What follows belongs to an exercise in optimizing a design on an open flow for small area and a short achievable clock period; a production flow would make more cautious choices.
Only simulation tests tie the RTL to the original design; equivalence was not proved.

[flow/run.sh]
#!/bin/bash
# synth_recipe.tcl (not shown) runs the flow's synth.tcl, then flattens the netlist and writes it again
# the make line also repeats each setting of config.mk as NAME=value (left out here)
make -C /OpenROAD-flow-scripts/flow DESIGN_CONFIG=/design/flow/config.mk WORK_HOME=/design/flow/orfs CLKGATE_MAP_FILE= SYNTH_SCRIPT=/design/flow/synth_recipe.tcl finish
[flow/config.mk]
export PLATFORM = sky130hd
export DESIGN_NAME = alignCellTop
export DESIGN_NICKNAME = alignCellTop
export VERILOG_FILES = /design/flow/design.v
export SDC_FILE = /design/flow/constraint.sdc
export NUM_CORES = 4
export LEC_CHECK = 0
export CAP_MARGIN = 20
export CORE_MARGIN = 2
export CORE_UTILIZATION = 45
export SLEW_MARGIN = 20
[flow/constraint.sdc]
create_clock -name core_clock -period 11.0 [get_ports {clk}]
set_input_delay 2.2000 -clock core_clock [delete_from_list [all_inputs] [get_ports {clk}]]
set_output_delay 2.2000 -clock core_clock [all_outputs]
set_load 0.01 [all_outputs]
[flow/design.v]
package alignPkg;
  localparam int SCORE_W = 11;
  typedef logic signed [SCORE_W-1:0] score_t;
  typedef logic [1:0] base_t;
  typedef struct packed {
    score_t m;
    score_t ix;
    score_t iy;
    score_t iz;
    score_t ixy;
    score_t iyz;
    score_t ixz;
  } scoreVec_t;
  typedef struct packed {
    scoreVec_t n1;
    scoreVec_t n2;
    scoreVec_t n3;
    base_t     a;
    base_t     b;
    base_t     c;
    logic      en;
  } cellIn_t;
endpackage
`timescale 1ns/1ps
module max7Tree (
  input  logic [7*alignPkg::SCORE_W-1:0] cand_i,
  output logic [alignPkg::SCORE_W-1:0]   max_o
);
  localparam int SW = alignPkg::SCORE_W;
  logic signed [SW-1:0] lvl1A;
  logic signed [SW-1:0] lvl1B;
  logic signed [SW-1:0] lvl1C;
  logic signed [SW-1:0] lvl2A;
  logic signed [SW-1:0] lvl2B;
  function automatic logic signed [SW-1:0] max2(input logic signed [SW-1:0] x,
                                                input logic signed [SW-1:0] y);
    max2 = (x > y) ? x : y;
  endfunction
  assign lvl1A = max2(cand_i[6*SW +: SW], cand_i[5*SW +: SW]);
  assign lvl1B = max2(cand_i[4*SW +: SW], cand_i[3*SW +: SW]);
  assign lvl1C = max2(cand_i[2*SW +: SW], cand_i[1*SW +: SW]);
  assign lvl2A = max2(lvl1A, lvl1B);
  assign lvl2B = max2(lvl1C, cand_i[0*SW +: SW]);
  assign max_o = max2(lvl2A, lvl2B);
endmodule
`timescale 1ns/1ps
module neighborDelay;
endmodule
`timescale 1ns/1ps
module cellUpdate #(
  parameter logic [76:0] COST = '0
) (
  input  logic [76:0] src_i,
  input  logic [10:0] bonus_i,
  output logic [10:0] max_o
);
  logic [76:0] cand;
  for (genvar f = 0; f < 7; f++) begin : gField
    assign cand[f*11 +: 11] = src_i[f*11 +: 11] - COST[f*11 +: 11] + bonus_i;
  end
  max7Tree max7Tree_inst (
    .cand_i (cand),
    .max_o  (max_o)
  );
endmodule
`timescale 1ns/1ps
module alignCell (
  input  logic        clk,
  input  logic        rst,
  input  logic [76:0] n1_i,
  input  logic [76:0] n2_i,
  input  logic [76:0] n3_i,
  input  logic [1:0]  a_i,
  input  logic [1:0]  b_i,
  input  logic [1:0]  c_i,
  input  logic        en_i,
  output logic [76:0] state_o,
  output logic [1:0]  baseA_o,
  output logic        en_o
);
  localparam logic [76:0] M_COST   = '0;
  localparam logic [76:0] IX_COST  = {11'd4, 11'd2, 11'd3, 11'd3, 11'd3, 11'd4, 11'd3};
  localparam logic [76:0] IY_COST  = {11'd4, 11'd3, 11'd2, 11'd3, 11'd3, 11'd3, 11'd4};
  localparam logic [76:0] IZ_COST  = {11'd4, 11'd3, 11'd3, 11'd2, 11'd4, 11'd3, 11'd3};
  localparam logic [76:0] IXY_COST = {11'd2, 11'd1, 11'd1, 11'd2, 11'd1, 11'd2, 11'd2};
  localparam logic [76:0] IYZ_COST = {11'd2, 11'd2, 11'd1, 11'd1, 11'd2, 11'd1, 11'd2};
  localparam logic [76:0] IXZ_COST = {11'd2, 11'd1, 11'd2, 11'd1, 11'd2, 11'd2, 11'd1};
  logic [76:0] S;
  logic [76:0] N1a;
  logic [1:0]  A, B, C;
  logic        E;
  logic [10:0] mPre, ixyPre, ixzPre;
  logic        start;
  logic        eqAB, eqBC, eqAC;
  logic        eqABn, eqBCn, eqACn;
  logic [10:0] tripleN, pBC, pABn, pACn;
  logic [10:0] ixMax, iyMax, izMax, iyzMax;
  logic [10:0] mPreD, ixyPreD, ixzPreD;
  logic [10:0] mN, ixN, ixyN, ixzN;
  assign start = en_i & ~E;
  assign eqAB  = (A == B);
  assign eqBC  = (B == C);
  assign eqAC  = (A == C);
  assign eqABn = (a_i == b_i);
  assign eqBCn = (b_i == c_i);
  assign eqACn = (a_i == c_i);
  assign pBC  = eqBC ? 11'd1 : -11'd1;
  assign pABn = eqABn ? 11'd1 : -11'd1;
  assign pACn = eqACn ? 11'd1 : -11'd1;
  assign tripleN = (eqABn & eqBCn) ? 11'd3 : (eqABn | eqBCn | eqACn) ? -11'd1 : -11'd3;
  cellUpdate #(.COST(IX_COST))  uIx  (.src_i(S),    .bonus_i(11'd0),   .max_o(ixMax));
  cellUpdate #(.COST(IY_COST))  uIy  (.src_i(n2_i), .bonus_i(11'd0),   .max_o(iyMax));
  cellUpdate #(.COST(IZ_COST))  uIz  (.src_i(n3_i), .bonus_i(11'd0),   .max_o(izMax));
  cellUpdate #(.COST(IYZ_COST)) uIyz (.src_i(N1a),  .bonus_i(pBC),     .max_o(iyzMax));
  cellUpdate #(.COST(M_COST))   uM   (.src_i(N1a),  .bonus_i(tripleN), .max_o(mPreD));
  cellUpdate #(.COST(IXY_COST)) uIxy (.src_i(n2_i), .bonus_i(pABn),    .max_o(ixyPreD));
  cellUpdate #(.COST(IXZ_COST)) uIxz (.src_i(n3_i), .bonus_i(pACn),    .max_o(ixzPreD));
  assign ixN  = start ? -11'd2 : ixMax;
  assign mN   = start ? ((eqAB & eqBC) ? 11'd3 : (eqAB | eqBC | eqAC) ? -11'd1 : -11'd3) : mPre;
  assign ixyN = start ? (eqAB ? 11'd0 : -11'd2) : ixyPre;
  assign ixzN = start ? (eqAC ? 11'd0 : -11'd2) : ixzPre;
  always_ff @(posedge clk or posedge rst) begin
    if (rst) begin
      S      <= '0;
      N1a    <= '0;
      A      <= '0;
      B      <= '0;
      C      <= '0;
      E      <= 1'b0;
      mPre   <= 11'd3;    
      ixyPre <= '0;
      ixzPre <= '0;
    end else begin
      S      <= {mN, ixN, iyMax, izMax, ixyN, iyzMax, ixzN};
      N1a    <= n1_i;
      A      <= a_i;
      B      <= b_i;
      C      <= c_i;
      E      <= en_i;
      mPre   <= mPreD;
      ixyPre <= ixyPreD;
      ixzPre <= ixzPreD;
    end
  end
  assign state_o = S;
  assign baseA_o = A;
  assign en_o    = E;
endmodule
`timescale 1ns/1ps
module alignCellTop (
  input  logic        clk,
  input  logic        rst,
  input  logic [76:0] n1_i,
  input  logic [76:0] n2_i,
  input  logic [76:0] n3_i,
  input  logic [1:0]  a_i,
  input  logic [1:0]  b_i,
  input  logic [1:0]  c_i,
  input  logic        en_i,
  output logic [76:0] state_o,
  output logic [1:0]  baseA_o,
  output logic        en_o
);
  alignCell alignCell_inst (
    .clk     (clk),
    .rst     (rst),
    .n1_i    (n1_i),
    .n2_i    (n2_i),
    .n3_i    (n3_i),
    .a_i     (a_i),
    .b_i     (b_i),
    .c_i     (c_i),
    .en_i    (en_i),
    .state_o (state_o),
    .baseA_o (baseA_o),
    .en_o    (en_o)
  );
endmodule
==> impl_metrics.json <==
{
  "outcome": "timing/DRC/antenna clean",
  "totalWireLength_um": 114000,
  "route.detailed.drc": 0,
  "postSynthCellCount": 4549,
  "layoutNonFillerInstCount": 6253,
  "place.detailed.hpwl_um": 99400,
  "dpl_cell_area_sq_mm": 0.0442,
  "worstPathMaxFanout": 10,
  "seq_area_sq_mm": 0.00486,
  "synth.top_cell.area_share": 0.269,
  "fp.dieArea_sq_mm": 0.0846,
  "hp-class": "flop to flop",
  "cpMostUsedCell": "sky130_fd_sc_hd__o21a_1",
  "htree_levels": 4,
  "dominantRegCellSynth": "sky130_fd_sc_hd__dfrtp_1",
  "die_h_um": 291,
  "grt_antenna_before_repair": 4,
  "cts_hold_buffers": 0,
  "wl_per_cell_um": 18.2,
  "yosysMostFrequentCell": "sky130_fd_sc_hd__ha_1",
  "fin_ws_ps": 539,
  "chipWidth_um": 291,
  "multiInputGateArea_sq_mm": 0.0295,
  "cpLargestDelayFamily": "compound AO/OA/AOI/OAI gates",
  "cp_data_required_time_ps": 11370,
  "net_count_after_synthesis": 5614,
  "end_kind": "flop",
  "synth_commonest_cells": "sky130_fd_sc_hd__ha_1 (797), sky130_fd_sc_hd__inv_1 (740), sky130_fd_sc_hd__xnor2_1 (305)",
  "fmax_ghz": 0.0956,
  "post-place-cells": 6209,
  "ctsLongestPathBuffers": 2,
  "worst_setup_hold_path_clk_slew_ps": 80,
  "timing.final.hold_violations": 0,
  "gr-usage-met2": 0.459,
  "ys_seq_elements": 194,
  "period_minus_slack_ps": 10460,
  "global_route_wire_length_before_repair_um": 180000,
  "cts-root-buf": "sky130_fd_sc_hd__clkbuf_16",
  "insertion_delay_ps": 500,
  "layout-drive-gt1-share": 0.107,
  "sequential_share_of_the_synthesized_area": 0.131,
  "ys.warnings.count": 2,
  "worst-endpoint-arrival_ps": 10830,
  "clkSinkCount": 194,
  "tritoncts": "done",
  "floorplan.initialDensity": 0.453,
  "synth-edff-count": 0,
  "groute.usage.overall": 0.268,
  "postSynthAreaPerCell_sq_um": 8.14,
  "cell_with_the_largest_stage_delay_on_the_worst_path": "sky130_fd_sc_hd__clkdlybuf4s50_1",
  "ys_top_cells_by_area": "sky130_fd_sc_hd__ha_1 (27%), sky130_fd_sc_hd__dfrtp_1 (13%), sky130_fd_sc_hd__mux2i_1 (7.6%), sky130_fd_sc_hd__inv_1 (7.5%), sky130_fd_sc_hd__xnor2_1 (7.2%)",
  "gr-usage-met1": 0.351,
  "critPathBufInv": 9,
  "grt-ovfl-total": 0,
  "nNetsFinal": 6235,
  "worst-slew-pin-transition_ps": 1040,
  "fp.coreArea_sq_mm": 0.0817,
  "clock-skew-final_ps": 17.8,
  "pin_count_of_the_biggest_net_entering_global_routing": 127,
  "drt_first_pass_iters": 6,
  "flow.area_growth_from_synthesis_pct": 21.8,
  "setup_viol": 0,
  "gp_congestion": 0.957,
  "start_kind": "input port",
  "synthArstFlopShare": 1.00,
  "detailroute.via_count": 33461,
  "cap_violations": 0,
  "final_design_area_no_fill_sq_mm": 0.0451,
  "synthDistinctLibCells": 83,
  "post-route-period-util": 0.951,
  "max_stage_delay_ps": 530,
  "worst_hold_slack_ps": 467,
  "use_met3": 0.0362,
  "numPortBuffers": 319,
  "drt-initial-drc-count": 1695,
  "detail_route.vias_per_cell": 5.35,
  "fillers": 7788,
  "timing.max_slew.rel_slack": 0.297,
  "synth_top_area_cell": "sky130_fd_sc_hd__ha_1",
  "dpl_worst_slack_ps": -16.7,
  "ant_nets": 0,
  "boundaryPins": 320,
  "report.final.slew_viol_count": 0,
  "critPathKind": "input port to flop",
  "syn-cell-area_sq_mm": 0.0370,
  "grt_busiest_layer": "met2",
  "first_global_vias": 32964,
  "cts_buffers": 17,
  "num_rows": 105
}
-- path summary, 6_finish.rpt --
kind / startpoint / to / slack [ps] / depth (start not counted)
worst min-delay path: alignCell_inst.ixyPre[9] / alignCell_inst.S[31] / 470 / 2
worst min register to register: alignCell_inst.ixyPre[9] / alignCell_inst.S[31] / 470 / 2
max in group asynchronous: rst / alignCell_inst.N1a[13] / 7210 / 4
worst max register to register: alignCell_inst.B[1] / alignCell_inst.S[13] / 680 / 48
min in group asynchronous: rst / alignCell_inst.N1a[41] / 2060 / 2
worst max-delay path: a_i[0] / alignCell_inst.ixyPre[10] / 540 / 52
-- per-stage QoR --
step	util	TNS, ps
5_1_grt	0.552	-87.2
3_5_place_dp	0.541	-23.7
6_report	0.552	0
3_3_place_gp	0.541	0
2_1_floorplan	-	-13430
4_1_cts	0.548	0
-- area by class of cell --
class	count	share of cell area
multi-input combinational	3541	0.655
inverter	742	0.0622
sequential	194	0.108
timing repair buffer	674	0.133
antenna	2	0.000111
clock inverter	10	0.00222
clock buffer	20	0.0101
tap	1070	0.0297
-- cells by family after synthesis --
| kind of cell | synth area share |
|---|---|
| compound gates | 0.171 |
| flops | 0.131 |
| mux | 0.0942 |
| buf+inv | 0.0828 |
| xor+xnor | 0.106 |
| fa+ha+maj | 0.285 |
| simple gates | 0.130 |
-- state kept, by name (all words and copies together), names as in the netlist --
name / cells
alignCell_inst.ixzPre: 11
alignCell_inst.E: 1
alignCell_inst.A: 2
alignCell_inst.C: 2
alignCell_inst.S: 77
alignCell_inst.B: 2
alignCell_inst.mPre: 11
alignCell_inst.ixyPre: 11
alignCell_inst.N1a: 77
-- worst reg2reg max path: cells and delay by family, from the launching register on --
family                     cells  cell delay (ps)
buffers and inverters          5             1260
adders and majority gates      4             1110
DFF                            1              430
AOI/OAI and AO/OA             24             4980
muxes                          2              780
and+or+nand+nor               11             1220
xor gates and xnor gates       2              390
-- cells in the final DEF (no fill, tap or decap), types with 11 or more instances in the layout --
cell	count
sky130_fd_sc_hd__ha_1	791
sky130_fd_sc_hd__inv_1	737
sky130_fd_sc_hd__buf_4	345
sky130_fd_sc_hd__clkdlybuf4s50_1	317
sky130_fd_sc_hd__xnor2_1	304
sky130_fd_sc_hd__a21oi_1	270
sky130_fd_sc_hd__mux2i_1	265
sky130_fd_sc_hd__nor2_1	207
sky130_fd_sc_hd__nand2_1	206
sky130_fd_sc_hd__dfrtp_1	192
sky130_fd_sc_hd__o21a_1	169
sky130_fd_sc_hd__o21ai_0	158
sky130_fd_sc_hd__xor2_1	132
sky130_fd_sc_hd__o21bai_1	93
sky130_fd_sc_hd__nand4_1	91
sky130_fd_sc_hd__nor3_1	88
sky130_fd_sc_hd__nor2b_1	78
sky130_fd_sc_hd__a21o_1	66
sky130_fd_sc_hd__mux2_2	60
sky130_fd_sc_hd__nand3_1	58
sky130_fd_sc_hd__or3_1	54
sky130_fd_sc_hd__nand2b_1	41
sky130_fd_sc_hd__nor4_1	33
sky130_fd_sc_hd__fa_1	28
sky130_fd_sc_hd__a31oi_1	24
sky130_fd_sc_hd__o21ai_1	22
sky130_fd_sc_hd__a21oi_2	18
sky130_fd_sc_hd__o221ai_1	18
sky130_fd_sc_hd__a211oi_1	17
sky130_fd_sc_hd__clkbuf_16	17
sky130_fd_sc_hd__or4_1	15
sky130_fd_sc_hd__o211ai_1	14
sky130_fd_sc_hd__mux2i_2	13
sky130_fd_sc_hd__and2_1	12
sky130_fd_sc_hd__a22oi_1	11
-- per-layer routing --
layer / vias up / wire, um
met1: 15573 / 52600
met3: 108 / 5060
met2: 615 / 53300
met4: 0 / 2900
met5: - / 0
li1: 17165 / -
-- timing repair --
action,CTS,global route
resized for setup,0,55
endpoints found under the setup margin,0,41
setup buffers,0,11

what the ideal ports hide:
The flow's constraints put no driver on any port. The routed layout listed below was extracted and timed again, unchanged, in two steps. Step 1: set_driving_cell puts a clkbuf_16 on clk and a buf_2 on each other input, an assumption about the parent block. Step 2 moves the port delays by t, midway between the first and last clock arrival at a register: inputs arrive t later, outputs are due t later. That takes back most of the time a late clock gives input paths. a / b / c = ideal ports / drivers / drivers and shift; a / b = the first two.
t, ns: 0.557
slack for setup (ns): 0.539 / 0.573 / 0.015
hold WS [ns]: 0.467 / 0.467 / 0.467
After both steps this run still meets setup and hold. For this run, drivers alone change the setup slack by +0.034 ns; drivers and shift together by -0.524 ns.
